This is an optimization exercise on Yosys and OpenROAD, whose aim is small area, a short achievable clock period and few clock cycles per item, not a production implementation.
Function was checked by simulation only, so behaviour that the tests miss may differ from the original.
Power figures rest on the tool's default switching activity, not on a simulated workload.

==> job 1976 <==
==> flow/design.v <==
package tsm_pkg;
    localparam logic [1:0] OP_CREATE = 2'd0;
    localparam logic [1:0] OP_RESUME = 2'd1;
    localparam logic [1:0] OP_YIELD  = 2'd2;
    localparam logic [1:0] OP_DONE   = 2'd3;
    localparam logic [1:0] RC_OK            = 2'd0;
    localparam logic [1:0] RC_NO_ROUTINE    = 2'd1;
    localparam logic [1:0] RC_FULL          = 2'd2;
    localparam logic [1:0] RC_NOT_RESUMABLE = 2'd3;
    typedef struct packed {
        logic [1:0] opcode;
        logic [5:0] slot_index;
        logic       has_routine;
    } tsm_req_t;
    typedef struct packed {
        logic [1:0] result_code;
        logic [5:0] slot_out;
        logic       current_valid;
        logic [5:0] current_slot;
        logic [6:0] unfinished_count;
        logic       all_done;
    } tsm_rsp_t;
    typedef struct packed {
        logic       valid;    
        logic       create;   
        logic       nort;     
        logic       resume;
        logic       yield;
        logic       done;
        logic [5:0] idx;
        logic [63:0] idx_oh;   
    } tsm_cmd_t;
endpackage
module tsm_ctrl (
    input  logic              clk,
    input  logic              rst_n,
    input  logic              start,
    output logic              busy,
    input  tsm_pkg::tsm_req_t request,
    output tsm_pkg::tsm_cmd_t cmd
);
    always_ff @(posedge clk or negedge rst_n)
    begin
        if (!rst_n)
        begin
            cmd.valid  <= 1'b0;
            cmd.create <= 1'b0;
            cmd.nort   <= 1'b0;
            cmd.resume <= 1'b0;
            cmd.yield  <= 1'b0;
            cmd.done   <= 1'b0;
        end
        else
        begin
            cmd.valid  <= start;
            cmd.create <= start && (request.opcode == tsm_pkg::OP_CREATE) && request.has_routine;
            cmd.nort   <= start && (request.opcode == tsm_pkg::OP_CREATE) && !request.has_routine;
            cmd.resume <= start && (request.opcode == tsm_pkg::OP_RESUME);
            cmd.yield  <= start && (request.opcode == tsm_pkg::OP_YIELD);
            cmd.done   <= start && (request.opcode == tsm_pkg::OP_DONE);
        end
    end
    always_ff @(posedge clk)
    begin
        cmd.idx    <= request.slot_index;
        cmd.idx_oh <= 64'd1 << request.slot_index;
    end
    assign busy = 1'b0;
endmodule
module tsm_datapath #(
    parameter int SLOTS = 64
) (
    input  logic              clk,
    input  logic              rst_n,
    input  tsm_pkg::tsm_cmd_t cmd,
    output tsm_pkg::tsm_rsp_t result,
    output logic              result_valid
);
    logic [5:0]       stk [SLOTS];
    logic [SLOTS-1:0] alive;
    logic       fv_reg;
    logic [5:0] fcm1_reg;
    logic [6:0] used_reg;
    logic [6:0] live_reg;
    logic       rv_reg;
    logic [5:0] rs_reg;
    logic       ad_reg;
    logic [1:0] code_reg;
    logic [5:0] slot_reg;
    logic       vr_reg;
    logic       pp_v_reg;
    logic [5:0] pp_s_reg;
    logic       lw_we_reg;
    logic [5:0] lw_wa_reg;
    logic       lw_wd_reg;
    logic       alive_idx;
    logic       alloc_pop, alloc_new, alloc, push, rok;
    logic [5:0] aslot;
    logic       we;
    assign alloc_pop = cmd.create && fv_reg;
    assign alloc_new = cmd.create && !fv_reg && !used_reg[6];
    assign alloc     = alloc_pop || alloc_new;
    assign aslot     = pp_v_reg ? pp_s_reg : (fv_reg ? stk_top : used_reg[5:0]);
    assign push      = cmd.done && rv_reg;
    assign we = alloc || push;
    always_ff @(posedge clk)
    begin
        if (lw_we_reg)
        begin
            alive[lw_wa_reg] <= lw_wd_reg;
        end
    end
    always_ff @(posedge clk)
    begin
        lw_wa_reg <= cmd.create ? aslot : rs_reg;
        lw_wd_reg <= cmd.create;
        pp_s_reg  <= rs_reg;
    end
    assign alive_idx = (lw_we_reg && (lw_wa_reg == cmd.idx)) ? lw_wd_reg : |(alive & cmd.idx_oh);
    assign rok = cmd.resume && ({1'b0, cmd.idx} < used_reg) && alive_idx
                 && !(rv_reg && (rs_reg == cmd.idx));
    logic       st_dn, st_up, st_hold;
    logic       stk_inv_reg;
    logic [5:0] stk_top;
    logic [5:0] stk_in;
    assign st_dn   = pp_v_reg && !cmd.create;
    assign st_up   = cmd.create && !pp_v_reg;
    assign st_hold = !(st_dn || st_up);
    assign stk_top = stk[0] ^ {6{stk_inv_reg}};
    assign stk_in  = pp_s_reg ^ {6{stk_inv_reg}};
    always_ff @(posedge clk)
    begin
        stk[0] <= ~((st_hold ? stk[0] : 6'd0) | (st_dn ? stk_in : 6'd0)
                    | (st_up ? stk[1] : 6'd0));
        for (int i = 1; i < SLOTS - 1; i++)
        begin
            stk[i] <= ~((st_hold ? stk[i] : 6'd0) | (st_dn ? stk[i-1] : 6'd0)
                        | (st_up ? stk[i+1] : 6'd0));
        end
        stk[SLOTS-1] <= ~((st_hold ? stk[SLOTS-1] : 6'd0) | (st_dn ? stk[SLOTS-2] : 6'd0));
    end
    always_ff @(posedge clk or negedge rst_n)
    begin
        if (!rst_n)
        begin
            fv_reg    <= 1'b0;
            fcm1_reg  <= '0;
            used_reg  <= '0;
            live_reg  <= '0;
            rv_reg    <= 1'b0;
            rs_reg    <= '0;
            ad_reg    <= 1'b1;
            code_reg  <= '0;
            slot_reg  <= '0;
            vr_reg    <= 1'b0;
            pp_v_reg  <= 1'b0;
            lw_we_reg <= 1'b0;
            stk_inv_reg <= 1'b0;
        end
        else
        begin
            vr_reg    <= cmd.valid;
            pp_v_reg  <= push;
            lw_we_reg <= we;
            stk_inv_reg <= !stk_inv_reg;
            if (push)
            begin
                fv_reg   <= 1'b1;
                fcm1_reg <= fv_reg ? fcm1_reg + 6'd1 : 6'd0;
            end
            else if (alloc_pop)
            begin
                fv_reg   <= (fcm1_reg != 6'd0);
                fcm1_reg <= fcm1_reg - 6'd1;
            end
            if (alloc_new)
            begin
                used_reg <= used_reg + 7'd1;
            end
            if (alloc)
            begin
                live_reg <= live_reg + 7'd1;
                ad_reg   <= 1'b0;
            end
            else if (push)
            begin
                live_reg <= live_reg - 7'd1;
                ad_reg   <= (live_reg == 7'd1);
            end
            if (rok)
            begin
                rv_reg <= 1'b1;
                rs_reg <= cmd.idx;
            end
            else if (cmd.yield || cmd.done)
            begin
                rv_reg <= 1'b0;
                rs_reg <= '0;
            end
            code_reg[1] <= (cmd.create && !alloc) || (cmd.resume && !rok);
            code_reg[0] <= cmd.nort || (cmd.resume && !rok);
            slot_reg    <= alloc ? aslot : 6'd0;
        end
    end
    assign result.result_code      = code_reg;
    assign result.slot_out         = slot_reg;
    assign result.current_valid    = rv_reg;
    assign result.current_slot     = rs_reg;
    assign result.unfinished_count = live_reg;
    assign result.all_done         = ad_reg;
    assign result_valid            = vr_reg;
endmodule
module thread_slot_manager #(
    parameter int SLOTS = 64
) (
    input  logic              clk,
    input  logic              rst_n,
    input  logic              start,
    output logic              busy,
    input  logic [8:0]        request,
    output logic              result_valid,
    output logic [22:0]       result
);
    tsm_pkg::tsm_cmd_t cmd;
    tsm_pkg::tsm_req_t request_s;
    tsm_pkg::tsm_rsp_t result_s;
    assign request_s = request;
    assign result    = result_s;
    tsm_ctrl u_ctrl (
        .clk     (clk),
        .rst_n   (rst_n),
        .start   (start),
        .busy    (busy),
        .request (request_s),
        .cmd     (cmd)
    );
    tsm_datapath #(
        .SLOTS (SLOTS)
    ) u_datapath (
        .clk          (clk),
        .rst_n        (rst_n),
        .cmd          (cmd),
        .result       (result_s),
        .result_valid (result_valid)
    );
endmodule
==> flow/run.sh <==
#!/bin/bash
# synth_recipe.tcl (not shown) runs the flow's synth.tcl, then flattens the netlist and writes it again
# the make line also repeats each setting of config.mk as NAME=value (left out here)
make -C /OpenROAD-flow-scripts/flow DESIGN_CONFIG=/design/flow/config.mk WORK_HOME=/design/flow/orfs CLKGATE_MAP_FILE= SYNTH_SCRIPT=/design/flow/synth_recipe.tcl finish
==> flow/config.mk <==
export PLATFORM = sky130hd
export DESIGN_NAME = thread_slot_manager
export DESIGN_NICKNAME = thread_slot_manager
export VERILOG_FILES = /design/flow/design.v
export SDC_FILE = /design/flow/constraint.sdc
export NUM_CORES = 4
export LEC_CHECK = 0
export CAP_MARGIN = 20
export CORE_MARGIN = 2
export CORE_UTILIZATION = 65
export CTS_CLUSTER_DIAMETER = 60
export CTS_CLUSTER_SIZE = 20
export SETUP_SLACK_MARGIN = 3.0
export SLEW_MARGIN = 20
==> flow/constraint.sdc <==
create_clock -name core_clock -period 5.0 [get_ports {clk}]
set_input_delay 1.0000 -clock core_clock [delete_from_list [all_inputs] [get_ports {clk}]]
set_output_delay 1.0000 -clock core_clock [all_outputs]
set_load 0.01 [all_outputs]
==> job 9553 (differences from job 1976) <==
--- a/flow/design.v
+++ b/flow/design.v
@@ -28,7 +28,8 @@
         logic       yield;
         logic       done;
         logic [5:0] idx;
-        logic [63:0] idx_oh;   
+        logic [7:0] idx_lo;    
+        logic [7:0] idx_hi;    
     } tsm_cmd_t;
 endpackage
 module tsm_ctrl (
@@ -63,7 +64,8 @@
     always_ff @(posedge clk)
     begin
         cmd.idx    <= request.slot_index;
-        cmd.idx_oh <= 64'd1 << request.slot_index;
+        cmd.idx_lo <= 8'd1 << request.slot_index[2:0];
+        cmd.idx_hi <= 8'd1 << request.slot_index[5:3];
     end
     assign busy = 1'b0;
 endmodule
@@ -73,6 +75,7 @@
     input  logic              clk,
     input  logic              rst_n,
     input  tsm_pkg::tsm_cmd_t cmd,
+    input  logic [5:0]        nxt_idx,
     output tsm_pkg::tsm_rsp_t result,
     output logic              result_valid
 );
@@ -84,41 +87,69 @@
     logic [6:0] live_reg;
     logic       rv_reg;
     logic [5:0] rs_reg;
-    logic       ad_reg;
+    logic       nad_reg;    
     logic [1:0] code_reg;
     logic [5:0] slot_reg;
     logic       vr_reg;
     logic       pp_v_reg;
     logic [5:0] pp_s_reg;
     logic       lw_we_reg;
-    logic [5:0] lw_wa_reg;
+    logic [7:0] lw_lo_reg;   
+    logic [7:0] lw_hi_reg;   
     logic       lw_wd_reg;
     logic       alive_idx;
     logic       alloc_pop, alloc_new, alloc, push, rok;
     logic [5:0] aslot;
     logic       we;
+    logic [5:0] wa;
     assign alloc_pop = cmd.create && fv_reg;
     assign alloc_new = cmd.create && !fv_reg && !used_reg[6];
     assign alloc     = alloc_pop || alloc_new;
     assign aslot     = pp_v_reg ? pp_s_reg : (fv_reg ? stk_top : used_reg[5:0]);
     assign push      = cmd.done && rv_reg;
     assign we = alloc || push;
-    always_ff @(posedge clk)
-    begin
-        if (lw_we_reg)
-        begin
-            alive[lw_wa_reg] <= lw_wd_reg;
-        end
-    end
-    always_ff @(posedge clk)
-    begin
-        lw_wa_reg <= cmd.create ? aslot : rs_reg;
+    assign wa = cmd.create ? aslot : rs_reg;
+    always_ff @(posedge clk)
+    begin
+        for (int i = 0; i < SLOTS; i++)
+        begin
+            if (lw_we_reg && lw_hi_reg[i / 8] && lw_lo_reg[i % 8])
+            begin
+                alive[i] <= lw_wd_reg;
+            end
+        end
+    end
+    always_ff @(posedge clk)
+    begin
+        lw_lo_reg <= 8'd1 << wa[2:0];
+        lw_hi_reg <= 8'd1 << wa[5:3];
         lw_wd_reg <= cmd.create;
         pp_s_reg  <= rs_reg;
     end
-    assign alive_idx = (lw_we_reg && (lw_wa_reg == cmd.idx)) ? lw_wd_reg : |(alive & cmd.idx_oh);
-    assign rok = cmd.resume && ({1'b0, cmd.idx} < used_reg) && alive_idx
-                 && !(rv_reg && (rs_reg == cmd.idx));
+    logic [7:0] alive_grp;
+    always_comb
+    begin
+        for (int a = 0; a < 8; a++)
+        begin
+            alive_grp[a] = |(alive[8*a +: 8] & cmd.idx_lo);
+        end
+    end
+    assign alive_idx = (lw_we_reg && |(lw_lo_reg & cmd.idx_lo) && |(lw_hi_reg & cmd.idx_hi)) ? lw_wd_reg : |(alive_grp & cmd.idx_hi);
+    logic lt_used_reg, le_used_reg, inc_used_reg;
+    logic eq_rs_reg, eq_pidx_reg, rok_prev_reg;
+    logic in_range, run_hit;
+    always_ff @(posedge clk)
+    begin
+        lt_used_reg  <= {1'b0, nxt_idx} < used_reg;
+        le_used_reg  <= {1'b0, nxt_idx} <= used_reg;
+        inc_used_reg <= alloc_new;
+        eq_rs_reg    <= (nxt_idx == rs_reg);
+        eq_pidx_reg  <= (nxt_idx == cmd.idx);
+        rok_prev_reg <= rok;
+    end
+    assign in_range = inc_used_reg ? le_used_reg : lt_used_reg;
+    assign run_hit  = rv_reg && (rok_prev_reg ? eq_pidx_reg : eq_rs_reg);
+    assign rok = cmd.resume && in_range && alive_idx && !run_hit;
     logic       st_dn, st_up, st_hold;
     logic       stk_inv_reg;
     logic [5:0] stk_top;
@@ -149,9 +180,7 @@
             live_reg  <= '0;
             rv_reg    <= 1'b0;
             rs_reg    <= '0;
-            ad_reg    <= 1'b1;
-            code_reg  <= '0;
-            slot_reg  <= '0;
+            nad_reg   <= 1'b0;
             vr_reg    <= 1'b0;
             pp_v_reg  <= 1'b0;
             lw_we_reg <= 1'b0;
@@ -180,12 +209,12 @@
             if (alloc)
             begin
                 live_reg <= live_reg + 7'd1;
-                ad_reg   <= 1'b0;
+                nad_reg  <= 1'b1;
             end
             else if (push)
             begin
                 live_reg <= live_reg - 7'd1;
-                ad_reg   <= (live_reg == 7'd1);
+                nad_reg  <= (live_reg != 7'd1);
             end
             if (rok)
             begin
@@ -197,17 +226,20 @@
                 rv_reg <= 1'b0;
                 rs_reg <= '0;
             end
-            code_reg[1] <= (cmd.create && !alloc) || (cmd.resume && !rok);
-            code_reg[0] <= cmd.nort || (cmd.resume && !rok);
-            slot_reg    <= alloc ? aslot : 6'd0;
-        end
+        end
+    end
+    always_ff @(posedge clk)
+    begin
+        code_reg[1] <= (cmd.create && !alloc) || (cmd.resume && !rok);
+        code_reg[0] <= cmd.nort || (cmd.resume && !rok);
+        slot_reg    <= alloc ? aslot : 6'd0;
     end
     assign result.result_code      = code_reg;
     assign result.slot_out         = slot_reg;
     assign result.current_valid    = rv_reg;
     assign result.current_slot     = rs_reg;
     assign result.unfinished_count = live_reg;
-    assign result.all_done         = ad_reg;
+    assign result.all_done         = !nad_reg;
     assign result_valid            = vr_reg;
 endmodule
 module thread_slot_manager #(
@@ -240,6 +272,7 @@
         .clk          (clk),
         .rst_n        (rst_n),
         .cmd          (cmd),
+        .nxt_idx      (request_s.slot_index),
         .result       (result_s),
         .result_valid (result_valid)
     );
==> run summary <==
The run finished with no timing, DRC or antenna violations. The area taken by flip-flops and latches came out at 12,500 sq um. In the layout the commonest cells are sky130_fd_sc_hd__dfxtp_1, sky130_fd_sc_hd__a222oi_1, sky130_fd_sc_hd__nor2_1. After synthesis, the cell types taking the most area are sky130_fd_sc_hd__dfxtp_1, sky130_fd_sc_hd__a222oi_1, sky130_fd_sc_hd__edfxtp_1.

The post-place setup slack came out at 2.38 ns. The detailed-routing wirelength on met1 came out at 20,600 um. The power share of the clock group is 24.5%.
The numbers above come from job 1976.

==> run summary <==
The run finished with no timing, DRC or antenna violations. OpenSTA, run right after detailed placement, puts the worst setup slack at 1.87 ns. In the layout the commonest cells are sky130_fd_sc_hd__dfxtp_1, sky130_fd_sc_hd__a222oi_1, sky130_fd_sc_hd__and3_1.

The area taken by flip-flops and latches came out at 11,800 sq um. Ranked by total cell area, the synthesized netlist is headed by sky130_fd_sc_hd__dfxtp_1, sky130_fd_sc_hd__a222oi_1, sky130_fd_sc_hd__edfxtp_1.
The numbers above come from job 9553.

Testbench counts of job 1976, summed over its fixed seeds: cycles 12,808, items 12,800.
Testbench counts of job 9553, summed over its fixed seeds: cycles 12,808, items 12,800.

re-timing with driven ports:
No port has a modelled driver above. Below, the same layouts with a new extraction and two added sets of constraints.
Step 1, drivers: a clkbuf_16 drives clk and a buf_2 each remaining input, both assumed.
Step 2 times the ports against the registers' clock, not the clock port: input delays grow and output delays shrink by t, the midpoint of the rising clock arrivals with the driver on.
a / b / c = ideal / step 1 / step 2; a / b = the first two.
run | shift t [ns] | setup slack, ns | slew at the worst register clock pin (ns)
job 1976 | 0.589 | 2.758 / 2.758 / 2.445 | 0.09 / 0.09
job 9553 | 0.575 | 2.874 / 2.855 / 2.514 | 0.08 / 0.08
After both steps every run listed still meets setup and hold. The setup slack of job 9553, which loses most, moves by -0.019 ns with the drivers and by -0.360 ns with both steps.
